This is an optimization exercise on Yosys and OpenROAD, whose aim is small area, a short achievable clock period and few clock cycles per item, not a production implementation. RTL that was checked went through simulation tests only; none was proved equivalent to the original. The RTL of run 4 was laid out without a check of its function.

==> flow/design.v, too long to show whole: its modules and the start of the top module <==
// module mandel_engine: 237 lines
// module mandel_s1: 1438 lines
// module mandel_s2: 530 lines
module mandel_engine #(
  parameter int W       = 16,
  parameter int FRAC    = 12,
  parameter int ITER_W  = 16,
  parameter int COORD_W = 9
) (
  input  logic               clk,
  input  logic               rst,
  input  logic               cfg_start,
  input  logic [COORD_W-1:0] cfg_pix_w,
  input  logic [COORD_W-1:0] cfg_pix_h,
  input  logic [W-1:0]       cfg_cxs,
  input  logic [W-1:0]       cfg_cys,
  input  logic [W-1:0]       cfg_dcx,
  input  logic [W-1:0]       cfg_dcy,
  input  logic [ITER_W-1:0]  cfg_max_iter,
  input  logic               abort,
  output logic               busy,
  output logic               done,
  output logic               out_valid,
  input  logic               out_ready,
  output logic [COORD_W-1:0] out_x,
  output logic [COORD_W-1:0] out_y,
  output logic [ITER_W-1:0]  out_iter,
  output logic               out_inside
);
  // ...
==> flow/flow/run.sh <==
#!/bin/bash
set -euo pipefail
sed '1s/^proc synth {args} { yosys synth -nofsm -noshare {\*}\$args }$/proc synth {args} { yosys synth -nofsm -noshare -noabc {*}$args }/' synth_recipe.tcl > synth_noabc.tcl
grep -q -- '-noabc' synth_noabc.tcl
bash standard.sh SYNTH_SCRIPT="$PWD/synth_noabc.tcl" SETUP_SLACK_MARGIN=8.5 finish > flow_make.log 2>&1
==> flow/standard.sh <==
#!/bin/bash
# synth_recipe.tcl (not shown) runs the flow's synth.tcl, then flattens the netlist and writes it again
# the make line also repeats each setting of config.mk as NAME=value (left out here)
make -C /OpenROAD-flow-scripts/flow DESIGN_CONFIG=/design/flow/config.mk WORK_HOME=/design/flow/orfs CLKGATE_MAP_FILE= SYNTH_SCRIPT=/design/flow/synth_recipe.tcl "${@:-finish}"
==> flow/config.mk <==
export PLATFORM = sky130hd
export DESIGN_NAME = mandel_engine
export DESIGN_NICKNAME = mandel_engine
export VERILOG_FILES = /design/flow/design.v
export SDC_FILE = /design/flow/constraint.sdc
export NUM_CORES = 4
export LEC_CHECK = 0
export ABC_CLOCK_PERIOD_IN_PS = 5000
export CAP_MARGIN = 20
export CORE_MARGIN = 2
export CORE_UTILIZATION = 40
export PLACE_DENSITY = 0.7
export SETUP_SLACK_MARGIN = 5
export SLEW_MARGIN = 20
export TNS_END_PERCENT = 0
==> flow/constraint.sdc <==
create_clock -name core_clock -period 12.0 [get_ports {clk}]
set_input_delay 2.4000 -clock core_clock [delete_from_list [all_inputs] [get_ports {clk}]]
set_output_delay 2.4000 -clock core_clock [all_outputs]
set_load 0.01 [all_outputs]
==> run notes, run 1 <==
- Outcome: timing/DRC/antenna clean
- DRT iter0 DRCs: ~1,600
- Critical Path Stages: 8
- Non-clk bufs: 221
- Simple-gate share of the synthesized area: 10.9%
- Clock Path Buffers: 3
- Depth of the most critical reg-to-reg path: 8
- Fillers: about 7,500
- CTS Sinks: roughly 550
- CTS hold repair buffers: 0
- R2R Setup Slk: 8260 ps
- Postcts setup bufs: 36
- Worst Max-Slew Pin Slew: around 750 ps
- Adder-Cell Fraction of Synth Area: 28.0%
- Port buffer count: between 100 and 150
- Max reg flops: 154
- Setup TNS: 0 ps
- Die Width: 294 um
- Sequential cells: 551
- Final Routed Wirelength: 78.0 mm
- Minimum clock period after layout: 3740 ps
- Hold Crit Depth: 0
- Clk pin slew, worst setup/hold paths: roughly 60 ps
- Data buffer area share: under 10%
- Worst Hold Launch: sx2[7]$_DFF_P_
- Fmax: 0.267 GHz
- Multi-input gate share of total cell area: 50.5%
- CP max stage delay: about 540 ps
- Crit Reg-Reg Endpoint: p2[38]$_DFF_P_
Testbench counts, summed over its fixed seeds: cycles 48,565, pixels 3,072.
==> run 2, diff against run 1 <==
--- a/flow/config.mk
+++ b/flow/config.mk
@@ -10,5 +10,4 @@
 export CORE_MARGIN = 2
 export CORE_UTILIZATION = 40
-export PLACE_DENSITY = 0.7
 export SETUP_SLACK_MARGIN = 5
 export SLEW_MARGIN = 20
==> run notes, run 2 <==
- Initial antenna violation count: 0
- Seq/Total Area, Yosys: between 30 and 40%
- Initial Util: between 40% and 50%
- Worst Path Arrival: approximately 4300 ps
- CP startpoint kind: flop
- Xor and xnor fraction of the mapped netlist area: ~5.7%
- Syn Inst Count: between 3,000 and 4,000
- Largest net degree at the start of global routing: between 70 and 80
- Worst Hold Class: flop to flop
- Max FO, Critical Path: 25
- CTS HTree Levels: 2
- Final Routed Wirelength: 80.9 mm (+3.8%)
- Post-Syn Nets: around 3,800
- Via count: 22,800
- Clock Path Buffers: 3 (unchanged)
- Slew Viols, Final: 0
- Pre-CTS setup slack: roughly 7400 ps
- Most frequent cells after synthesis: 389 x nor2_1, 382 x dfxtp_1, 333 x fa_1
- Distinct cells, synth: 78
- Yosys Warn Count: 1
- Share of post-route cells with drive strength above 1: between 10% and 20%
- First-pass GRT wire length: ~130 mm
- Top cells by area, synth: dfxtp_1 23%, fa_1 20%, edfxtp_1 15%
- Die extent in y: around 300 um
- Clock Skew: between 50 and 60 ps
- Final ANT Viol Nets: 0
- Top-area cell type share of the netlist area: between 20% and 30%
- Final RePlAce weighted congestion: about 0.88
- Max-cap violations: 0
- Adder-Cell Fraction of Synth Area: 28.0% (unchanged)
- DRT iter0 DRCs: 1,503 (-6.2%)
- Hold endpoint: sy1[5]$_DFF_P_
- Vias in the first global route: around 23,000
- CP max stage delay: 550 ps (about the same)
- Syn Area/Cell: about 11 sq um
- Most frequent CP cell: fa_1
- Row Count: 106
- Io pins: ~140
- Finish-stage setup viols: 0
- Simple-gate share of the synthesized area: 10.9% (unchanged)
- Dpl hpwl: ~59 mm
- Fin. Hold Viols: 0
- Max reg flops: 154 (unchanged)
- Largest Register: p2
- Total gr overflow: 0
- Most common cell after layout, fill and taps aside: nor2_1
- Count leader, synth: nor2_1
- Die Width: 294 um (unchanged)
- Area Growth Syn to Fin: 17.0%
- CTS tree: built
- GRT Resource Usage Total: between 10% and 20%
- Ys flop type: dfxtp_1
- Cell Area, Synth: between 30,000 and 40,000 sq um
- Largest family of logic cells by synthesized area: adder cells
- Drt pass-1 iters: 5
- Tcrit/Tclk final: between 30% and 40%
- Crit Reg-Reg Endpoint: p2[146]$_DFF_P_
- Fmax: 0.271 GHz (+1.5%)
- Slowest cell on crit path: fa_1
- Mux cell area share after synthesis: between 2 and 3%
- Worst Max-Slew Pin Slew: 806 ps (+52.8 ps)
- Port buffer count: 140 (unchanged)
- Total CTS buffers: 57
- Critical Path Stages: 11 (+3)
- Outcome: timing/DRC/antenna clean
- CTS root buffer: clkbuf_16
- CTS Sinks: 551 (unchanged)
- Synth Area in Compound Gates: a little under a tenth
- Residual DRC count: 0
- Worst Hold Launch: sy2[5]$_DFF_P_
- Setup TNS: 0 ps (unchanged)
- Commonest cells after routing, fill and taps aside: 386 x nor2_1, 339 x dfxtp_1, 332 x fa_1
- RSZ-0062 raised after global routing: true
- Worst-Skew Late Latency: 650 ps
- Vias/cell: slightly above 5
- Post-synthesis register bit count: roughly 550
- Final nets: about 3,900
- R2R Setup Slk: 8310 ps (+60 ps)
- Hold Crit Depth: 0 (unchanged)
- N_diodes: 0
- Fin worst setup slack: a little over 8000 ps
- WS Path Type: flop to flop
- Critical Path RT: 12,560 ps
- CTS hold repair buffers: 0 (unchanged)
- Buf/Inv on CP: 4
- Critical Path, Cell by Cell: buf_12 -> clkinvlp_4 -> a221oi_2 -> nor2_1 -> a221oi_2 -> fa_1 -> fa_1 -> fa_1 -> inv_1 -> fa_1 -> inv_1
- Die area: 86,300 sq um
- Worst setup EP type: flop
- Clk pin slew, worst setup/hold paths: 70 ps (about the same)
- EDFF count, synth: ~170
- Yosys top cell by area: dfxtp_1
- CP delay by family, top: adder cells
- Reg2reg start: y1[3]$_DFF_P_
- Core region area: approximately 83,000 sq um
- Slew headroom: roughly 45%
- Async SR Flop Fraction: 0%
- Depth of the most critical reg-to-reg path: 11 (+3)
- Routed wire per std cell: between 15 and 20 um
- Minimum clock period after layout: 3690 ps (-56.9 ps)
[run 2: cell counts after synthesis]
Identical to the previous run, type by type.
[run 2: layer usage]
metal  up-vias  track usage (%)  wire (um)
met3       132             2.89       4330
met4         0             5.46       2190
met5         -                0          0
li1      10800                -          -
met1     11200             25.0      35600
met2       613             31.5      38800
[run 2: kinds of logic (layout without fill, tap and decap cells)]
kind of cell | after synthesis | after routing
buffers and inverters | 456 | 649
adders and majority gates | 552 | 552
DFF | 551 | 551
and+or+nand+nor | 832 | 832
AOI/OAI and AO/OA | 446 | 446
muxes | 90 | 90
xor gates and xnor gates | 218 | 218
[run 2: how the worst max path moves through the flow]
stage / end / slack, ps / startpoint
after floorplan: p2[92]$_DFF_P_ / 8240 / y1[11]$_DFF_P_
after global placement: p2[146]$_DFF_P_ / 7440 / y1[7]$_DFF_P_
after detailed placement: p2[146]$_DFF_P_ / 7400 / y1[7]$_DFF_P_
after CTS: out_inside / 8320 / out_inside$_DFFE_PP_
after global routing: x1[8]$_DFF_P_ / 8230 / p2[62]$_DFF_P_
final: p2[146]$_DFF_P_ / 8310 / y1[3]$_DFF_P_
[run 2: layout make-up]
cell class	count	area (sq um)
multi-input combinational	2138	19800
timing repair buffer	241	2250
clock inverter	33	332
tap	1080	1350
fill	7686	44100
inverter	300	1160
clock buffer	75	1660
sequential	551	12800
[run 2: per-stage QoR]
| stage | utilization [%] | instances | cell area (sq um) | hold slack [ps] |
|---|---|---|---|---|
| 3_3_place_gp | 43.3 | 4250 | 36100 | 310 |
| 3_5_place_dp | 43.3 | 4250 | 36100 | 313 |
| 6_report | 47.1 | 4418 | 39300 | 317 |
| 5_1_grt | 47.1 | 4418 | 39300 | 323 |
| 2_1_floorplan | - | 3145 | 33600 | 310 |
| 4_1_cts | 46.6 | 4404 | 38900 | 322 |
[run 2: repair_timing]
action	CTS	global route
gates cloned	2	1
gates resized for setup	279	83
pin swaps	13	43
setup endpoints to repair	215	126
buffers inserted	44	13
==> run 3, diff against run 2 <==
--- a/flow/config.mk
+++ b/flow/config.mk
@@ -6,5 +6,5 @@
 export NUM_CORES = 4
 export LEC_CHECK = 0
-export ABC_CLOCK_PERIOD_IN_PS = 5000
+export ABC_CLOCK_PERIOD_IN_PS = 3700
 export CAP_MARGIN = 20
 export CORE_MARGIN = 2
==> run notes, run 3 <==
- Largest net degree at the start of global routing: 72 (unchanged)
- Worst Hold Class: flop to flop
- Share of post-route cells with drive strength above 1: 13.8% (unchanged)
- Slew headroom: 44.9% (unchanged)
- R2R Setup Slk: 8310 ps (about the same)
- GRT Resource Usage Total: 18.7% (unchanged)
- Count leader, synth: nor2_1
- Distinct cells, synth: 78 (unchanged)
- CTS Sinks: 551 (unchanged)
- Vias/cell: 5.15 (unchanged)
- Largest family of logic cells by synthesized area: adder cells
- Vias in the first global route: 23,200 (unchanged)
- Die area: 86,300 sq um (unchanged)
- Total CTS buffers: 57 (unchanged)
- Worst-Skew Late Latency: 650 ps (about the same)
- Clock Path Buffers: 3 (unchanged)
- RSZ-0062 raised after global routing: true
- Minimum clock period after layout: 3690 ps (unchanged)
- Max-cap violations: 0 (unchanged)
- Dpl hpwl: 58.9 mm (unchanged)
- Fin. Hold Viols: 0 (unchanged)
- Area Growth Syn to Fin: 17.0% (unchanged)
- Syn Area/Cell: 10.7 sq um (unchanged)
- Max FO, Critical Path: 25 (unchanged)
- Synth Area in Compound Gates: 9.44% (unchanged)
- Top cells by area, synth: dfxtp_1 23%, fa_1 20%, edfxtp_1 15%
- Worst Max-Slew Pin Slew: 806 ps (unchanged)
- Setup TNS: 0 ps (unchanged)
- Clk pin slew, worst setup/hold paths: 70 ps (about the same)
- Outcome: timing/DRC/antenna clean
- Ys flop type: dfxtp_1
- Crit Reg-Reg Endpoint: p2[146]$_DFF_P_
- Top-area cell type share of the netlist area: 22.8% (unchanged)
- Fin util: 47.1% (unchanged)
- Tcrit/Tclk final: 30.7% (unchanged)
- Pre-CTS setup slack: 7400 ps (unchanged)
- Sequential Area: 12,800 sq um (unchanged)
- DRT iter0 DRCs: 1,503 (unchanged)
- Critical Path RT: 12,560 ps (about the same)
- Most frequent cells after synthesis: 389 x nor2_1, 382 x dfxtp_1, 333 x fa_1
- Initial Util: 40.3% (unchanged)
- CTS HTree Levels: 2 (unchanged)
- Async SR Flop Fraction: 0% (unchanged)
- Seq/Total Area, Yosys: 37.9% (unchanged)
- Final Routed Wirelength: 80.9 mm (unchanged)
- Depth of the most critical reg-to-reg path: 11 (unchanged)
- Yosys Warn Count: 1 (unchanged)
- Initial antenna violation count: 0 (unchanged)
- Die Width: 294 um (unchanged)
- Residual DRC count: 0 (unchanged)
- Yosys top cell by area: dfxtp_1
- Post-synthesis register bit count: 551 (unchanged)
- Hold endpoint: sy1[5]$_DFF_P_
- Largest Register: p2
- Post-Syn Nets: 3,800 (unchanged)
- Row Count: 106 (unchanged)
- Worst Hold Launch: sy2[5]$_DFF_P_
- Cell Area, Synth: 33,600 sq um (unchanged)
- Die extent in y: 294 um (unchanged)
- Final RePlAce weighted congestion: 0.880 (unchanged)
- Worst setup EP type: flop
- Fin worst setup slack: 8310 ps (unchanged)
- CP startpoint: y1[3]$_DFF_P_
- Mux cell area share after synthesis: 2.96% (unchanged)
- First-pass GRT wire length: 128 mm (unchanged)
- EDFF count, synth: 169 (unchanged)
- CP startpoint kind: flop
- Drt pass-1 iters: 5 (unchanged)
- Commonest cells after routing, fill and taps aside: 386 x nor2_1, 339 x dfxtp_1, 332 x fa_1
- WS Path Type: flop to flop
- Fmax: 0.271 GHz (unchanged)
- Max reg flops: 154 (unchanged)
- Adder-Cell Fraction of Synth Area: 28.0% (unchanged)
- Io pins: 141 (unchanged)
- Slew Viols, Final: 0 (unchanged)
- Fillers: 7,686 (unchanged)
- CTS root buffer: clkbuf_16
- Final nets: 3,944 (unchanged)
- N_diodes: 0 (unchanged)
- Total gr overflow: 0 (unchanged)
- Via count: 22,800 (unchanged)
- Core region area: 83,400 sq um (unchanged)
- Simple-gate share of the synthesized area: 10.9% (unchanged)
- Port buffer count: 140 (unchanged)
- Most common cell after layout, fill and taps aside: nor2_1
- CTS tree: built
- Final ANT Viol Nets: 0 (unchanged)
- Multi-input gate area: 19,800 sq um (unchanged)
- Worst Path Arrival: 4250 ps (about the same)
- Reg2reg start: y1[3]$_DFF_P_
- Hold Crit Depth: 0 (unchanged)
- Routed wire per std cell: 18.3 um (unchanged)
- Xor and xnor fraction of the mapped netlist area: 5.68% (unchanged)
- Clock Skew: 55.2 ps (unchanged)
- Finish-stage setup viols: 0 (unchanged)
- Syn Inst Count: 3,145 (unchanged)
[run 3: final cells by class]
class,instances,area share (%)
clock inverters,33,0.843
multi-input cells,2138,50.3
repair buffers,241,5.72
flip-flops and latches,551,32.6
inverters,300,2.95
well taps,1080,3.44
clock buffers,75,4.22
[run 3: logic make-up after synthesis]
| kind of cell | count (synthesis) |
|---|---|
| AO/OA/AOI/OAI | 446 |
| XOR/XNOR | 218 |
| adder cells (fa/ha/maj) | 552 |
| buffers and inverters | 456 |
| flip-flops | 551 |
| multiplexers | 90 |
| AND/OR/NAND/NOR | 832 |
[run 3: worst max-delay path, stage by stage, from the launching register on]
cell and delay, ps:
dfxtp_1 360, buf_12 200, clkinvlp_4 190, a221oi_2 290, nor2_1 80, a221oi_2 290, fa_1 510, fa_1 540
fa_1 550, inv_1 60, fa_1 500, inv_1 40
[run 3: metal layers]
metal  track usage, %  routed length (um)
met5                0                   0
met4             5.46                2190
met3             2.89                4330
met2             31.5               38800
met1             25.0               35600
[run 3: metrics by stage]
| stage | area, sq um | cells | hold slack, ps |
|---|---|---|---|
| floorplan | 33600 | 3145 | 310 |
| global placement | 36100 | 4250 | 310 |
| detailed placement | 36100 | 4250 | 313 |
| CTS | 38900 | 4404 | 322 |
| global route | 39300 | 4418 | 323 |
| finish | 39300 | 4418 | 317 |
[run 3: worst max-delay path by stage]
stage | end | slack (ps) | depth (start not counted)
finish | p2[146]$_DFF_P_ | 8310 | 11
detailed placement | p2[146]$_DFF_P_ | 7400 | 10
global route | x1[8]$_DFF_P_ | 8230 | 12
global placement | p2[146]$_DFF_P_ | 7440 | 10
CTS | out_inside | 8320 | 1
floorplan | p2[92]$_DFF_P_ | 8240 | 10
[run 3: repair_timing]
item,in CTS,in global routing
hold buffers,0,0
pin swaps,13,43
gates resized for setup,279,83
setup endpoints to repair,215,126
setup buffers,44,13
cloned,2,1
==> module mandel_engine, before the edit <==
module mandel_engine #(
  parameter int W       = 16,
  parameter int FRAC    = 12,
  parameter int ITER_W  = 16,
  parameter int COORD_W = 9
) (
  input  logic               clk,
  input  logic               rst,
  input  logic               cfg_start,
  input  logic [COORD_W-1:0] cfg_pix_w,
  input  logic [COORD_W-1:0] cfg_pix_h,
  input  logic [W-1:0]       cfg_cxs,
  input  logic [W-1:0]       cfg_cys,
  input  logic [W-1:0]       cfg_dcx,
  input  logic [W-1:0]       cfg_dcy,
  input  logic [ITER_W-1:0]  cfg_max_iter,
  input  logic               abort,
  output logic               busy,
  output logic               done,
  output logic               out_valid,
  input  logic               out_ready,
  output logic [COORD_W-1:0] out_x,
  output logic [COORD_W-1:0] out_y,
  output logic [ITER_W-1:0]  out_iter,
  output logic               out_inside
);
  localparam int PW = 156;
  logic [COORD_W-1:0]  wm1, hm1, ax, ay;    
  logic signed [W-1:0] cxs, dcx, dcy, acx, acy;
  logic [ITER_W-1:0]   max_iter;
  logic                comp;
  logic [1:0]          aseq, oseq;
  logic                ofirst;
  logic                rb_v, rb_inside;
  logic [1:0]          rb_tag;
  logic [ITER_W-1:0]   rb_iter;
  logic signed [W-1:0] x1, y1, cx1, cy1;
  logic [13:0]         sx1, sy1;
  logic [ITER_W-1:0]   i1;
  logic                act1, hold1, fr1, er1, hin1, lr1;
  logic [1:0]          tg1;
  logic [PW-1:0]       p2;
  logic signed [W-1:0] cx2, cy2;
  logic [13:0]         sx2, sy2;
  logic [ITER_W-1:0]   i2;
  logic                act2, hold2, er2, hin2, lr2, lim2, cyc2, es2;
  logic [1:0]          tg2;
  logic [PW-1:0]       p1;
  logic                bigx, bigy, mi_zero, at_lim, cyc, es1;
  logic [4:0]          hx, hy, hthr;
  logic [ITER_W-1:0]   i1p;
  logic                sure, inc, now;
  logic                esc_mag, esc_now, fin, use_i, res_in, can_out, rb_go, to_out, to_rb;
  logic                delivered, take, row_end, last_pix, capture, done_cond;
  logic signed [W-1:0] xn, yn;
  logic [ITER_W-1:0]   res_iter;
  mandel_s1 u_s1 (.x(x1[13:0]), .y(y1[13:0]), .cx(cx1), .cy(cy1), .p(p1));
  mandel_s2 u_s2 (.p(p2), .cx(cx2), .esc_mag(esc_mag), .xn(xn), .yn(yn));
  always_comb begin
    mi_zero = (max_iter == '0);
    bigx = !((x1[15:13] == 3'b000) || (x1[15:13] == 3'b111 && x1[12:0] != '0));
    bigy = !((y1[15:13] == 3'b000) || (y1[15:13] == 3'b111 && y1[12:0] != '0));
    i1p = i1 + ITER_W'(1);
    at_lim = (i1p == max_iter);
    cyc = !fr1 && ({x1[13:0], y1[13:0]} == {sx1, sy1});
    hx = x1[12:8] ^ {5{x1[13]}};
    hy = y1[12:8] ^ {5{y1[13]}};
    case (hx)
      5'd0: hthr = 5'd0;
      5'd1: hthr = 5'd0;
      5'd2: hthr = 5'd0;
      5'd3: hthr = 5'd0;
      5'd4: hthr = 5'd0;
      5'd5: hthr = 5'd0;
      5'd6: hthr = 5'd0;
      5'd7: hthr = 5'd0;
      5'd8: hthr = 5'd31;
      5'd9: hthr = 5'd31;
      5'd10: hthr = 5'd31;
      5'd11: hthr = 5'd31;
      5'd12: hthr = 5'd30;
      5'd13: hthr = 5'd30;
      5'd14: hthr = 5'd29;
      5'd15: hthr = 5'd29;
      5'd16: hthr = 5'd28;
      5'd17: hthr = 5'd28;
      5'd18: hthr = 5'd27;
      5'd19: hthr = 5'd26;
      5'd20: hthr = 5'd25;
      5'd21: hthr = 5'd25;
      5'd22: hthr = 5'd24;
      5'd23: hthr = 5'd23;
      5'd24: hthr = 5'd22;
      5'd25: hthr = 5'd20;
      5'd26: hthr = 5'd19;
      5'd27: hthr = 5'd18;
      5'd28: hthr = 5'd16;
      5'd29: hthr = 5'd14;
      5'd30: hthr = 5'd12;
      5'd31: hthr = 5'd8;
      default: hthr = 5'd0;
    endcase
    es1 = bigx || bigy || (hthr != 5'd0 && hy >= hthr);
    esc_now = (es2 || esc_mag) && !mi_zero;
    sure = es2 && !mi_zero;
    now = sure || cyc2 || mi_zero;
    fin = act2 && (hold2 || er2 || lr2 || now);
    inc = !hold2 && !er2 && !lr2 && sure;
    use_i = er2 || inc;
    res_in = hold2 ? hin2 : !(er2 || (!lr2 && sure));
    res_iter = use_i ? i2 : max_iter;
    can_out = !out_valid;
    rb_go = rb_v && (rb_tag == oseq) && can_out;
    to_out = fin && (tg2 == oseq) && can_out;
    to_rb = fin && !to_out && (!rb_v || rb_go);
    delivered = to_out || to_rb;
    take = comp && (!act2 || delivered);
    row_end = (ax == wm1);
    last_pix = row_end && (ay == hm1);
    capture = rb_go || to_out;
    done_cond = !comp && !act1 && !act2 && !rb_v && (!out_valid || out_ready);
  end
  always_ff @(posedge clk) begin
    p2    <= p1;
    i2    <= er1 ? i1 : i1p;
    cx2   <= cx1;
    cy2   <= cy1;
    tg2   <= tg1;
    hold2 <= hold1;
    er2   <= er1;
    hin2  <= hin1;
    lim2  <= at_lim;
    cyc2  <= cyc;
    lr2   <= lr1;
    es2   <= es1;
    act2  <= busy && act1;
    if (i1[1:0] == 2'b00) begin
      sx2 <= x1[13:0];
      sy2 <= y1[13:0];
    end else begin
      sx2 <= sx1;
      sy2 <= sy1;
    end
    sx1 <= sx2;
    sy1 <= sy2;
    x1    <= take ? acx : xn;
    y1    <= take ? acy : yn;
    cx1   <= take ? acx : cx2;
    cy1   <= take ? acy : cy2;
    i1    <= take ? '0 : i2;
    tg1   <= take ? aseq : tg2;
    act1  <= busy && (take || (act2 && !delivered));
    hold1 <= !take && fin;
    fr1   <= take;
    er1   <= !take && (fin ? use_i : esc_now);
    lr1   <= !take && !fin && lim2;
    hin1  <= res_in;
  end
  always_ff @(posedge clk) begin
    if (rst) begin
      busy      <= 1'b0;
      done      <= 1'b0;
      out_valid <= 1'b0;
    end else begin
      done <= 1'b0;
      if (busy && abort) begin
        busy      <= 1'b0;
        out_valid <= 1'b0;
      end else if (!busy) begin
        if (cfg_start && !done) busy <= 1'b1;
      end else begin
        if (capture) out_valid <= 1'b1;
        else if (out_ready) out_valid <= 1'b0;
        if (done_cond) begin
          busy <= 1'b0;
          done <= 1'b1;
        end
      end
    end
  end
  always_ff @(posedge clk) begin
    if (!busy) begin
      wm1      <= cfg_pix_w - COORD_W'(1);
      hm1      <= cfg_pix_h - COORD_W'(1);
      cxs      <= cfg_cxs;
      dcx      <= cfg_dcx;
      dcy      <= cfg_dcy;
      max_iter <= cfg_max_iter;
      ax       <= '0;
      ay       <= '0;
      acx      <= cfg_cxs;
      acy      <= cfg_cys;
      comp     <= (cfg_pix_w != '0) && (cfg_pix_h != '0);
      aseq     <= '0;
      oseq     <= '0;
      ofirst   <= 1'b1;
      rb_v     <= 1'b0;
    end else begin
      if (take) begin
        aseq <= aseq + 2'd1;
        if (last_pix) comp <= 1'b0;
        if (row_end) begin
          ax  <= '0;
          ay  <= ay + COORD_W'(1);
          acx <= cxs;
          acy <= acy + dcy;
        end else begin
          ax  <= ax + COORD_W'(1);
          acx <= acx + dcx;
        end
      end
      if (to_rb) begin
        rb_v      <= 1'b1;
        rb_tag    <= tg2;
        rb_iter   <= res_iter;
        rb_inside <= res_in;
      end else if (rb_go) begin
        rb_v <= 1'b0;
      end
      if (capture) begin
        oseq       <= oseq + 2'd1;
        out_iter   <= rb_go ? rb_iter : res_iter;
        out_inside <= rb_go ? rb_inside : res_in;
        ofirst     <= 1'b0;
        if (ofirst) begin
          out_x <= '0;
          out_y <= '0;
        end else if (out_x == wm1) begin
          out_x <= '0;
          out_y <= out_y + COORD_W'(1);
        end else begin
          out_x <= out_x + COORD_W'(1);
        end
      end
    end
  end
endmodule
==> run 4, diff against run 3 <==
--- a/flow/design.v
+++ b/flow/design.v
@@ -44,9 +44,9 @@
   logic [13:0]         sx2, sy2;
   logic [ITER_W-1:0]   i2;
-  logic                act2, hold2, er2, hin2, lr2, lim2, cyc2, es2;
+  logic                act2, hold2, er2, hin2, lr2, lim2, cyc2, es2, ns2;
   logic [1:0]          tg2;
   logic [PW-1:0]       p1;
-  logic                bigx, bigy, mi_zero, at_lim, cyc, es1;
-  logic [4:0]          hx, hy, hthr;
+  logic                bigx, bigy, mi_zero, at_lim, cyc, es1, ns1;
+  logic [4:0]          hx, hy, hthr, hmax;
   logic [ITER_W-1:0]   i1p;
   logic                sure, inc, now;
@@ -101,8 +101,44 @@
       default: hthr = 5'd0;
     endcase
+    case (hx)
+      5'd0: hmax = 5'd30;
+      5'd1: hmax = 5'd30;
+      5'd2: hmax = 5'd30;
+      5'd3: hmax = 5'd30;
+      5'd4: hmax = 5'd30;
+      5'd5: hmax = 5'd30;
+      5'd6: hmax = 5'd30;
+      5'd7: hmax = 5'd29;
+      5'd8: hmax = 5'd29;
+      5'd9: hmax = 5'd29;
+      5'd10: hmax = 5'd29;
+      5'd11: hmax = 5'd28;
+      5'd12: hmax = 5'd28;
+      5'd13: hmax = 5'd27;
+      5'd14: hmax = 5'd27;
+      5'd15: hmax = 5'd26;
+      5'd16: hmax = 5'd26;
+      5'd17: hmax = 5'd25;
+      5'd18: hmax = 5'd24;
+      5'd19: hmax = 5'd23;
+      5'd20: hmax = 5'd23;
+      5'd21: hmax = 5'd22;
+      5'd22: hmax = 5'd21;
+      5'd23: hmax = 5'd20;
+      5'd24: hmax = 5'd18;
+      5'd25: hmax = 5'd17;
+      5'd26: hmax = 5'd16;
+      5'd27: hmax = 5'd14;
+      5'd28: hmax = 5'd12;
+      5'd29: hmax = 5'd10;
+      5'd30: hmax = 5'd6;
+      5'd31: hmax = 5'd31;
+      default: hmax = 5'd31;
+    endcase
     es1 = bigx || bigy || (hthr != 5'd0 && hy >= hthr);
+    ns1 = !bigx && !bigy && (hmax != 5'd31) && (hy <= hmax);
     esc_now = (es2 || esc_mag) && !mi_zero;
     sure = es2 && !mi_zero;
-    now = sure || cyc2 || mi_zero;
+    now = sure || cyc2 || mi_zero || (lim2 && ns2);
     fin = act2 && (hold2 || er2 || lr2 || now);
     inc = !hold2 && !er2 && !lr2 && sure;
@@ -134,4 +170,5 @@
     lr2   <= lr1;
     es2   <= es1;
+    ns2   <= ns1;
     act2  <= busy && act1;
     if (i1[1:0] == 2'b00) begin
--- a/flow/config.mk
+++ b/flow/config.mk
@@ -6,5 +6,5 @@
 export NUM_CORES = 4
 export LEC_CHECK = 0
-export ABC_CLOCK_PERIOD_IN_PS = 3700
+export ABC_CLOCK_PERIOD_IN_PS = 5000
 export CAP_MARGIN = 20
 export CORE_MARGIN = 2
==> run notes, run 4 <==
- CTS HTree Levels: 2 (unchanged)
- Final RePlAce weighted congestion: 0.866 (-1.5%)
- Async SR Flop Fraction: 0% (unchanged)
- Max reg flops: 154 (unchanged)
- CP startpoint kind: flop
- Port buffer count: 140 (unchanged)
- CP max stage delay: 540 ps (about the same)
- Initial antenna violation count: 3 (+3)
- Worst Setup EP: er1$_DFF_P_
- WS Path Type: flop to flop
- Vias in the first global route: 23,200 (+0.28%)
- Tcrit/Tclk final: 31.9% (+1.2 points)
- Fmax: 0.261 GHz (-3.8%)
- Finish-stage setup viols: 0 (unchanged)
- Clock Path Buffers: 3 (unchanged)
- Critical Path RT: 12,510 ps (-50 ps)
- Slew Viols, Final: 0 (unchanged)
- CTS hold repair buffers: 0 (unchanged)
- Count leader, synth: nor2_1
- Distinct cells, synth: 72 (-7.7%)
- Area Growth Syn to Fin: 15.3%
- Reg2reg start: p2[66]$_DFF_P_
- Most frequent cells after synthesis: 395 x nor2_1, 383 x dfxtp_1, 333 x fa_1
- Final Routed Wirelength: 80.7 mm (-0.32%)
- Post-Syn Nets: 3,809 (+0.24%)
- Placed instance area: 36,200 sq um (+0.31%)
- R2R Setup Slk: 8170 ps (-150 ps)
- Final ANT Viol Nets: 0 (unchanged)
- Total gr overflow: 0 (unchanged)
- Syn Inst Count: 3,149 (+0.13%)
- First-pass GRT wire length: 129 mm (+0.40%)
- Total CTS buffers: 59 (+3.5%)
- Top-area cell type share of the netlist area: 22.8% (about the same)
- Post-synthesis register bit count: 552 (+0.18%)
- Depth of the most critical reg-to-reg path: 14 (+3)
- Clock Skew: 29.2 ps (-26.0 ps)
- Worst Path Arrival: 4350 ps (+100 ps)
- Share of post-route cells with drive strength above 1: 11.1% (-2.8 points)
- Core region area: 83,600 sq um (+0.16%)
- Outcome: timing/DRC/antenna clean
- Routed wire per std cell: 18.3 um (about the same)
- CTS Sinks: 552 (+0.18%)
- Hold WS: 320 ps (+3.17 ps)
- Via count: 22,600 (-0.83%)
- Initial Util: 40.3% (about the same)
- Commonest cells after routing, fill and taps aside: 394 x nor2_1, 350 x dfxtp_1, 329 x fa_1
- Most common cell after layout, fill and taps aside: nor2_1
- Setup TNS: 0 ps (unchanged)
- Dpl hpwl: 58.6 mm (-0.50%)
- Syn Area/Cell: 10.7 sq um (+0.13%)
- Seq/Total Area, Yosys: 37.8% (about the same)
- Residual DRC count: 0 (unchanged)
- CTS root buffer: clkbuf_16
- Fin. Hold Viols: 0 (unchanged)
- Worst setup EP type: flop
- GRT Resource Usage Total: 18.9% (+0.12 points)
- Drt pass-1 iters: 8 (+3)
- RSZ-0062 raised after global routing: true
- Row Count: 106 (unchanged)
- Final nets: 3,931 (-0.33%)
- N_diodes: 0 (unchanged)
- DRT iter0 DRCs: 1,682 (+12%)
- CTS tree: built
- Vias/cell: 5.13 (-0.45%)
- Critical Path, Cell by Cell: inv_2 -> fa_1 -> inv_1 -> fa_1 -> inv_1 -> fa_1 -> inv_2 -> ha_4 -> nand4_1 -> or3_1 -> o211ai_1 -> a211oi_2 -> xnor2_2 -> o21ai_1
- Max FO, Critical Path: 2 (-92%)
- Max-cap violations: 0 (unchanged)
- Slowest cell on crit path: fa_1
- Most frequent CP cell: fa_1
- Die area: 86,600 sq um (+0.25%)
- Worst Max-Slew Pin Slew: 895 ps (+89.2 ps)
- CP startpoint: p2[66]$_DFF_P_
- Die Width: 294 um (+0.13%)
- Hold Crit Depth: 0 (unchanged)
- Fin worst setup slack: 8170 ps (-147 ps)
- EDFF count, synth: 169 (unchanged)
- Worst Hold Class: flop to flop
- Final instance area: 38,900 sq um (-1.2%)
- Minimum clock period after layout: 3830 ps (+147 ps)
- Io pins: 141 (unchanged)
- Largest net degree at the start of global routing: 73 (+1.4%)
- Pre-CTS setup slack: 7430 ps (+35.5 ps)
- Worst-Skew Late Latency: 640 ps (about the same)
- Top cells by area, synth: dfxtp_1 23%, fa_1 20%, edfxtp_1 15%
- Largest Register: p2
- Yosys top cell by area: dfxtp_1
- Slew headroom: 40.3% (-4.6 points)
- Die extent in y: 294 um (+0.13%)
- Clk pin slew, worst setup/hold paths: 60 ps (about the same)
- Cell Area, Synth: 33,700 sq um (+0.25%)
- Yosys Warn Count: 1 (unchanged)
- Ys flop type: dfxtp_1
- Crit Reg-Reg Endpoint: er1$_DFF_P_
[run 4: cell count changes in the layout (fill, tap and decap cells not counted), moves of 17 or more]
cell,change
nand2_1,-20
buf_2,-31
and2_1,+20
dlygate4sd2_1,+25
a21oi_1,+17
nor2b_1,-19
o21ai_0,+42
o21ai_1,-23
[run 4: worst min path at each step]
stage / slack (ps) / start / to
floorplan: 310 / cx1[14]$_DFF_P_ / cx2[14]$_DFF_P_
global placement: 310 / sx2[8]$_DFF_P_ / sx1[8]$_DFF_P_
detailed placement: 310 / cx1[15]$_DFF_P_ / p2[27]$_DFF_P_
CTS: 310 / sx2[5]$_DFF_P_ / sx1[5]$_DFF_P_
global route: 330 / sx2[5]$_DFF_P_ / sx1[5]$_DFF_P_
finish: 320 / sx2[5]$_DFF_P_ / sx1[5]$_DFF_P_
[run 4: final cells by class]
cell class	count	area (sq um)
Timing Repair Buffer	213	1950
Clock inverter	29	345
Clock buffer	82	1650
Fill cell	7740	44700
Tap cell	1080	1350
Inverter	309	1180
Multi-Input combinational cell	2136	19600
Sequential cell	552	12800
[run 4: cell families (layout without fill, tap and decap cells)]
kind of cell | Yosys count | after routing | share of synthesized area, %
XOR/XNOR | 222 | 222 | 5.77
buffers and inverters | 461 | 633 | 5.17
AND/OR/NAND/NOR | 788 | 788 | 10.3
multiplexers | 103 | 103 | 3.34
AO/OA/AOI/OAI | 466 | 466 | 9.48
adder cells (fa/ha/maj) | 557 | 557 | 28.1
flip-flops | 552 | 552 | 37.8
[run 4: critical path: cells and delay by family, from the launching register on]
family | cells | cell delay (ps)
adders and majority gates | 4 | 1790
AOI/OAI and AO/OA | 3 | 720
and+or+nand+nor | 2 | 440
DFF | 1 | 330
xor gates and xnor gates | 1 | 240
buffers and inverters | 4 | 210
[run 4: repair_timing]
action	CTS	global route
hold endpoints to repair	0	0
setup endpoints to repair	150	169
resized for setup	169	6
pin swaps	32	6
cloned	0	0
setup buffers	37	0
[run 4: metal layers]
layer / vias to the layer above / GRT usage, % / wire, um
li1: 10800 / - / -
met1: 11100 / 24.7 / 34600
met2: 600 / 32.2 / 39400
met3: 113 / 3.04 / 4380
met4: 6 / 5.39 / 2190
met5: - / 0 / 37
[run 4: per-stage QoR]
| stage | cells | utilization [%] |
|---|---|---|
| floorplan | 3149 | - |
| finish | 4401 | 46.5 |
| global route | 4401 | 46.5 |
| global placement | 4253 | 43.3 |
| detailed placement | 4253 | 43.3 |
| CTS | 4401 | 46.5 |

port drivers added, routing unchanged:
No port has a modelled driver above. Below, the same layouts with a new extraction and two added sets of constraints.
Step 1, drivers: a clkbuf_16 drives clk and a buf_2 each remaining input, both assumed.
Step 2 moves the port delays by t, midway between the first and last clock arrival at a register: inputs arrive t later, outputs are due t later. That takes back most of the time a late clock gives input paths.
Slacks: no drivers / after step 1 / after step 2; pairs: no drivers / after step 1.
run | t (ns) | setup WS [ns] | worst data-port slew with drivers (ns)
run 1 | 0.672 | 8.257 / 8.240 / 7.849 | 0.07
run 2 | 0.688 | 8.313 / 8.296 / 7.868 | 0.08
run 3 | 0.688 | 8.313 / 8.296 / 7.868 | 0.08
run 4 | 0.693 | 8.166 / 8.166 / 7.735 | 0.08
After both steps setup and hold are still met in every run listed.
